Context: an optimization exercise on an open-source flow, tuned for small area, a short achievable clock period and few clock cycles. The choices shown serve that exercise and are no tape-out recipe.
RTL that was checked went through simulation tests only; none was proved equivalent to the original.
Power is estimated from default activity; no workload was simulated.

==> run a: inputs <==
## cacheTop
module cacheTop
(
    input  logic                          clk,
    input  logic                          rst,
    input  logic                          cpuReqValid,
    input  logic                          cpuReqWrite,
    input  logic [10-1:0]      cpuReqAddr,
    input  logic [8-1:0]      cpuReqByte,
    output logic                          cpuRespValid,
    output logic                          cpuRespHit,
    output logic [32-1:0]      cpuRespWord,
    output logic                          cpuCredit,
    output logic                          memReqValid,
    output logic                          memReqWrite,
    output logic [6-1:0] memReqLineAddr,
    output logic [128-1:0]      memReqLine,
    input  logic                          memRespValid,
    input  logic [128-1:0]      memRespLine,
    input  logic                          memCredit
);
export LEC_CHECK = 0
export ABC_AREA = 1
export CAP_MARGIN = 20
export CORE_MARGIN = 2
export CORE_UTILIZATION = 40
export CTS_CLUSTER_DIAMETER = 70
export CTS_CLUSTER_SIZE = 30
export SETUP_SLACK_MARGIN = 2.0
export SLEW_MARGIN = 20
export TNS_END_PERCENT = 10
create_clock -name core_clock -period 5.0 [get_ports {clk}]
standard.sh (not shown) runs the stock make flow with config.mk's settings and CLKGATE_MAP_FILE= SYNTH_SCRIPT=/design/flow/synth_recipe.tcl, a recipe that flattens the netlist after the stock synthesis.
==> flow/flow/run.sh <==
#!/bin/bash
# The standard layout, with each port buffered by the smallest buffer
# (the resizer upsizes the ones that timing needs) instead of ORFS's default
# choice of buffer cell.
set -euo pipefail
export BUFFER_PORTS_ARGS="-buffer_cell sky130_fd_sc_hd__buf_1"
bash standard.sh > standard.log 2>&1
==> run b: changes against run a <==
- ABC_AREA: 1 -> default
- CTS_CLUSTER_DIAMETER: 70 -> default
- CTS_CLUSTER_SIZE: 30 -> default
- SETUP_SLACK_MARGIN: 2.0 -> 1.5
- TNS_END_PERCENT: 10 -> default
==> run c: changes against run a <==
==> flow/design.v (replaced) <==
`timescale 1ns/100ps
module cacheTop
(
    input  logic                          clk,
    input  logic                          rst,
    input  logic                          cpuReqValid,
    input  logic                          cpuReqWrite,
    input  logic [10-1:0]      cpuReqAddr,
    input  logic [8-1:0]      cpuReqByte,
    output logic                          cpuRespValid,
    output logic                          cpuRespHit,
    output logic [32-1:0]      cpuRespWord,
    output logic                          cpuCredit,
    output logic                          memReqValid,
    output logic                          memReqWrite,
    output logic [6-1:0] memReqLineAddr,
    output logic [128-1:0]      memReqLine,
    input  logic                          memRespValid,
    input  logic [128-1:0]      memRespLine,
    input  logic                          memCredit
);
    logic [3:0]   valid;
    logic [3:0]   dirty;
    logic [4:0]   tags  [4];
    logic [127:0] lines [4];
    logic [1:0]   lruVictim;       
    logic         stLate;          
    logic         stWb;            
    logic         stRdIssue;       
    logic         stRd;            
    logic         idle;
    logic         reqWrite;        
    logic [9:0]   reqAddr;
    logic [7:0]   reqByte;
    assign idle = !stLate && !stWb && !stRdIssue && !stRd;
    logic [4:0]  inTag;
    logic        inSet;
    logic [3:0]  mruSlot;          
    logic [3:0]  match;            
    logic [3:0]  victimSlot;       
    logic        hitMru, hitLru, hitWay1, victimDirty;
    logic [4:0]  victimTag;
    assign inTag  = cpuReqAddr[9:5];
    assign inSet  = cpuReqAddr[4];
    always_comb begin
        victimTag = '0;
        for (int i = 0; i < 4; i++) begin
            mruSlot[i]    = (lruVictim[i / 2] != i[0]);
            match[i]      = valid[i] && (inSet == i[1]) && (tags[i] == inTag);
            victimSlot[i] = (inSet == i[1]) && !mruSlot[i];
            victimTag     = victimTag | ({5{victimSlot[i]}} & tags[i]);
        end
    end
    assign hitMru      = |(match & mruSlot);
    assign hitLru      = |(match & ~mruSlot);
    assign hitWay1     = match[1] || match[3];
    assign victimDirty = |(victimSlot & valid & dirty);
    logic newReq, hitNow, lateNow, missNow, fillNow;
    assign newReq  = idle && cpuReqValid;
    assign hitNow  = newReq && hitMru;
    assign lateNow = newReq && hitLru;
    assign missNow = newReq && !hitMru && !hitLru;
    assign fillNow = stRd && memRespValid;
    logic        rdSet;
    logic [1:0]  rdWord;
    logic [3:0]  rdSlot;
    logic [31:0] slotWord [4];
    logic [31:0] hitWord;
    logic [31:0] missWord;
    assign rdSet  = stLate ? reqAddr[4]   : inSet;
    assign rdWord = stLate ? reqAddr[3:2] : cpuReqAddr[3:2];
    always_comb begin
        hitWord = '0;
        for (int i = 0; i < 4; i++) begin
            rdSlot[i] = (rdSet == i[1]) && mruSlot[i];
            case (rdWord)
                2'd0:    slotWord[i] = lines[i][127:96];
                2'd1:    slotWord[i] = lines[i][95:64];
                2'd2:    slotWord[i] = lines[i][63:32];
                default: slotWord[i] = lines[i][31:0];
            endcase
            hitWord = hitWord | ({32{rdSlot[i]}} & slotWord[i]);
        end
        case (reqAddr[3:2])
            2'd0:    missWord = memRespLine[127:96];
            2'd1:    missWord = memRespLine[95:64];
            2'd2:    missWord = memRespLine[63:32];
            default: missWord = memRespLine[31:0];
        endcase
    end
    assign cpuRespValid = hitNow || stLate || fillNow;
    assign cpuCredit    = cpuRespValid;
    assign cpuRespHit   = !stRd;
    assign cpuRespWord  = stRd ? missWord : hitWord;
    always_comb begin
        memReqLine = '0;
        for (int i = 0; i < 4; i++) begin
            memReqLine = memReqLine | ({128{victimSlot[i]}} & lines[i]);
        end
    end
    assign memReqValid    = missNow || stRdIssue;
    assign memReqWrite    = idle && victimDirty;
    assign memReqLineAddr = !idle       ? reqAddr[9:4] :
                            victimDirty ? {victimTag, inSet} : cpuReqAddr[9:4];
    always_ff @(posedge clk) begin
        if (rst) begin
            stLate    <= 1'b0;
            stWb      <= 1'b0;
            stRdIssue <= 1'b0;
            stRd      <= 1'b0;
        end else begin
            stLate <= lateNow;
            if (missNow) begin
                stWb <= victimDirty;
                stRd <= !victimDirty;
            end
            if (stWb && memCredit) begin
                stWb      <= 1'b0;
                stRdIssue <= 1'b1;
            end
            if (stRdIssue) begin
                stRdIssue <= 1'b0;
                stRd      <= 1'b1;
            end
            if (fillNow) begin
                stRd <= 1'b0;
            end
        end
    end
    always_ff @(posedge clk) begin
        if (idle) begin
            reqWrite <= cpuReqWrite;
            reqAddr  <= cpuReqAddr;
            reqByte  <= cpuReqByte;
        end
    end
    logic [3:0] fillSlot;          
    logic [3:0] hitWrSlot;         
    always_comb begin
        for (int i = 0; i < 4; i++) begin
            fillSlot[i]  = fillNow && (reqAddr[4] == i[1]) && !mruSlot[i];
            hitWrSlot[i] = newReq && cpuReqWrite && match[i];
        end
    end
    always_ff @(posedge clk) begin
        for (int s = 0; s < 2; s++) begin
            if (rst) begin
                lruVictim[s] <= 1'b0;
            end else if ((lateNow && inSet == s) || (fillNow && reqAddr[4] == s)) begin
                lruVictim[s] <= !lruVictim[s];
            end
        end
    end
    always_ff @(posedge clk) begin
        for (int i = 0; i < 4; i++) begin
            if (rst) begin
                valid[i] <= 1'b0;
            end else if (fillSlot[i]) begin
                valid[i] <= 1'b1;
            end
            if (fillSlot[i]) begin
                dirty[i] <= reqWrite;
                tags[i]  <= reqAddr[9:5];
            end else if (hitWrSlot[i]) begin
                dirty[i] <= 1'b1;
            end
        end
    end
    logic [7:0]   byteSrc;
    logic [127:0] newLine;
    logic [15:0]  laneHit;       
    logic [15:0]  laneMem;       
    assign byteSrc = stRd ? reqByte : cpuReqByte;
    always_comb begin
        for (int k = 0; k < 16; k++) begin
            laneHit[k] = (cpuReqAddr[3:0] == k);
            laneMem[k] = stRd && !(reqWrite && (reqAddr[3:0] == k));
            newLine[(15 - k) * 8 +: 8] = laneMem[k] ? memRespLine[(15 - k) * 8 +: 8] : byteSrc;
        end
    end
    always_ff @(posedge clk) begin
        for (int i = 0; i < 4; i++) begin
            for (int k = 0; k < 16; k++) begin
                if (fillSlot[i] || (hitWrSlot[i] && laneHit[k])) begin
                    lines[i][(15 - k) * 8 +: 8] <= newLine[(15 - k) * 8 +: 8];
                end
            end
        end
    end
endmodule
==> flow/run.sh (new file) <==
#!/bin/bash
# synth_recipe.tcl (not shown) runs the flow's synth.tcl, then flattens the netlist and writes it again
# the make line also repeats each setting of config.mk as NAME=value (left out here)
make -C /OpenROAD-flow-scripts/flow DESIGN_CONFIG=/design/flow/config.mk WORK_HOME=/design/flow/orfs CLKGATE_MAP_FILE= SYNTH_SCRIPT=/design/flow/synth_recipe.tcl finish
- ABC_AREA: 1 -> default
- CORE_UTILIZATION: 40 -> 60
- CTS_CLUSTER_DIAMETER: 70 -> default
- CTS_CLUSTER_SIZE: 30 -> default
- SETUP_SLACK_MARGIN: 2.0 -> 1.5
- TNS_END_PERCENT: 10 -> default
removed: flow/flow/run.sh
removed: flow/standard.sh
==> run d: changes against run a <==
- CTS_CLUSTER_DIAMETER: 70 -> default
- CTS_CLUSTER_SIZE: 30 -> default
- SETUP_SLACK_MARGIN: 2.0 -> 1.5
==> impl_metrics.prom <==
# TYPE chip_impl_metric gauge
chip_impl_metric{name="nWellTaps",unit=""} 931
chip_impl_info{name="synth_top_family_by_area",value="simple AND/OR/NAND/NOR gates"} 1
chip_impl_metric{name="synth_cells",unit=""} 2992
chip_impl_metric{name="hold_depth",unit=""} 2
chip_impl_metric{name="period_share",unit="%"} 74.2
chip_impl_metric{name="final_util",unit="%"} 51.6
chip_impl_info{name="result_of_the_run",value="no timing/DRC/antenna violations"} 1
chip_impl_metric{name="global_route_wire_length_before_repair",unit="µm"} 176000
chip_impl_metric{name="route.met3.wl",unit="µm"} 19800
chip_impl_metric{name="post_synth_xor_area_fraction",unit="%"} 0.0314
chip_impl_metric{name="synth-simple-area-share",unit="%"} 23.5
chip_impl_metric{name="non_clock_inverter_count_in_the_final_layout",unit=""} 271
chip_impl_metric{name="layoutNonFillerInstCount",unit=""} 4381
chip_impl_info{name="cp_cell_sequence",value="buf_8 > buf_12 > nor2_4 > nand2_4 > buf_6 > o22ai_4 > inv_2 > o211ai_1 > nor3_2 > nand2_2 > buf_6"} 1
Source of the figures above: run a

==> impl_metrics.prom <==
# TYPE chip_impl_metric gauge
chip_impl_metric{name="route.met3.wl",unit="µm"} 16900
chip_impl_metric{name="period_share",unit="%"} 72.8
chip_impl_metric{name="synth-simple-area-share",unit="%"} 23.5
chip_impl_metric{name="final_util",unit="%"} 49.7
chip_impl_metric{name="layoutNonFillerInstCount",unit=""} 4375
chip_impl_metric{name="hold_depth",unit=""} 2
chip_impl_metric{name="dr.first_iter.drc_count",unit=""} 3800
chip_impl_metric{name="post_synth_xor_area_fraction",unit="%"} 0.0314
chip_impl_metric{name="crit_cells",unit=""} 7
chip_impl_info{name="cp_cell_sequence",value="buf_12 > nor2_4 > buf_4 > buf_6 > nand2_1 > o2111ai_1 > buf_1"} 1
chip_impl_info{name="result_of_the_run",value="no timing/DRC/antenna violations"} 1
chip_impl_metric{name="global_route_wire_length_before_repair",unit="µm"} 169000
chip_impl_metric{name="synth_cells",unit=""} 2992
chip_impl_info{name="synth_top_family_by_area",value="simple AND/OR/NAND/NOR gates"} 1
Source of the figures above: run d

==> impl_metrics.prom <==
# TYPE chip_impl_metric gauge
chip_impl_metric{name="synth_cells",unit=""} 2229
chip_impl_info{name="synth-main-ff-cell",value="sky130_fd_sc_hd__edfxtp_1"} 1
chip_impl_metric{name="synth-simple-area-share",unit="%"} 7.38
chip_impl_metric{name="non_clock_inverter_count_in_the_final_layout",unit=""} 13
chip_impl_metric{name="nWellTaps",unit=""} 607
chip_impl_metric{name="route.met3.wl",unit="µm"} 17900
chip_impl_metric{name="avgViaCountPerCell",unit=""} 7.40
chip_impl_info{name="result_of_the_run",value="no timing/DRC/antenna violations"} 1
chip_impl_metric{name="layoutNonFillerInstCount",unit=""} 3345
chip_impl_metric{name="met3_usage",unit="%"} 11.8
chip_impl_info{name="synth_top_family_by_area",value="compound AO/OA/AOI/OAI gates"} 1
chip_impl_metric{name="seq-power",unit="µW"} 5530
chip_impl_metric{name="post_synth_xor_area_fraction",unit="%"} 0.623
chip_impl_info{name="top_layer",value="met5"} 1
chip_impl_metric{name="final_util",unit="%"} 79.0
chip_impl_info{name="cp_cell_sequence",value="buf_12 > mux2_4 > buf_12 > buf_12 > buf_16 > mux4_2 > a211o_1 > o32a_1 > buf_2"} 1
chip_impl_metric{name="cap_violations",unit=""} 0
chip_impl_metric{name="grt_pass1_vias",unit=""} 23400
chip_impl_metric{name="bufAreaShareNonClock",unit="%"} 17.3
chip_impl_metric{name="global_route_wire_length_before_repair",unit="µm"} 154000
Source of the figures above: run c

==> impl_metrics.prom <==
# TYPE chip_impl_metric gauge
chip_impl_metric{name="synth_cells",unit=""} 2171
chip_impl_metric{name="nWellTaps",unit=""} 873
chip_impl_metric{name="route.met3.wl",unit="µm"} 16600
chip_impl_metric{name="post_synth_xor_area_fraction",unit="%"} 1.06
chip_impl_info{name="largest_register_by_flop_count",value="lines"} 1
chip_impl_metric{name="global_route_wire_length_before_repair",unit="µm"} 164000
chip_impl_metric{name="buffers_excl_clock",unit=""} 585
chip_impl_metric{name="dpl_worst_slack",unit="ns"} 0.606
chip_impl_metric{name="finalSetupViolations",unit=""} 0
chip_impl_metric{name="period_share",unit="%"} 79.5
chip_impl_info{name="synth_top_family_by_area",value="compound AO/OA/AOI/OAI gates"} 1
chip_impl_metric{name="synth-simple-area-share",unit="%"} 10.3
chip_impl_metric{name="start_util",unit="%"} 40.5
chip_impl_metric{name="critical_path_required",unit="ns"} 4.00
chip_impl_metric{name="final_util",unit="%"} 51.6
chip_impl_metric{name="non_clock_inverter_count_in_the_final_layout",unit=""} 11
chip_impl_info{name="result_of_the_run",value="no timing/DRC/antenna violations"} 1
chip_impl_info{name="power_leader",value="sequential cells"} 1
chip_impl_metric{name="final.min_clock_period",unit="ns"} 3.97
chip_impl_metric{name="max_freq",unit="GHz"} 0.252
chip_impl_metric{name="final_antenna_net_count",unit=""} 0
chip_impl_metric{name="hold_depth",unit=""} 2
Source of the figures above: run b

Testbench counts of run a, summed over its fixed seeds: cycles 43,346.
Testbench counts of run b, summed over its fixed seeds: cycles 43,346.
Testbench counts of run d, summed over its fixed seeds: cycles 43,346.
For run c, only the layout was checked, not whether the RTL still works.

re-timing with driven ports:
In the flow no input, the clock included, has a driving cell. The finished layouts below were timed again as built, in two steps.
Step 1: set_driving_cell puts a clkbuf_16 on clk and a buf_2 on each other input, an assumption about the parent block.
Step 2 adds t to the input delays and takes it off the output delays; t is the mean of the earliest and latest rising clock arrival at the registers after step 1. Input paths then give back, and output paths get back, about the clock's delay inside the block.
Three values: ideal ports, drivers, drivers and shift; two values: the first two.
| run | t (ns) | setup WS [ns] | worst data-port slew with drivers (ns) |
|---|---|---|---|
| run a | 0.663 | 1.290 / 1.215 / 1.215 | 0.14 |
| run b | 0.734 | 1.026 / 0.956 / 0.736 | 0.11 |
| run c | 0.686 | 0.911 / 0.851 / 0.868 | 0.13 |
| run d | 0.708 | 1.361 / 1.305 / 1.305 | 0.15 |
After both steps setup and hold are still met in every run listed. For run b, which loses most, drivers alone change the setup slack by -0.070 ns; drivers and shift together by -0.290 ns.
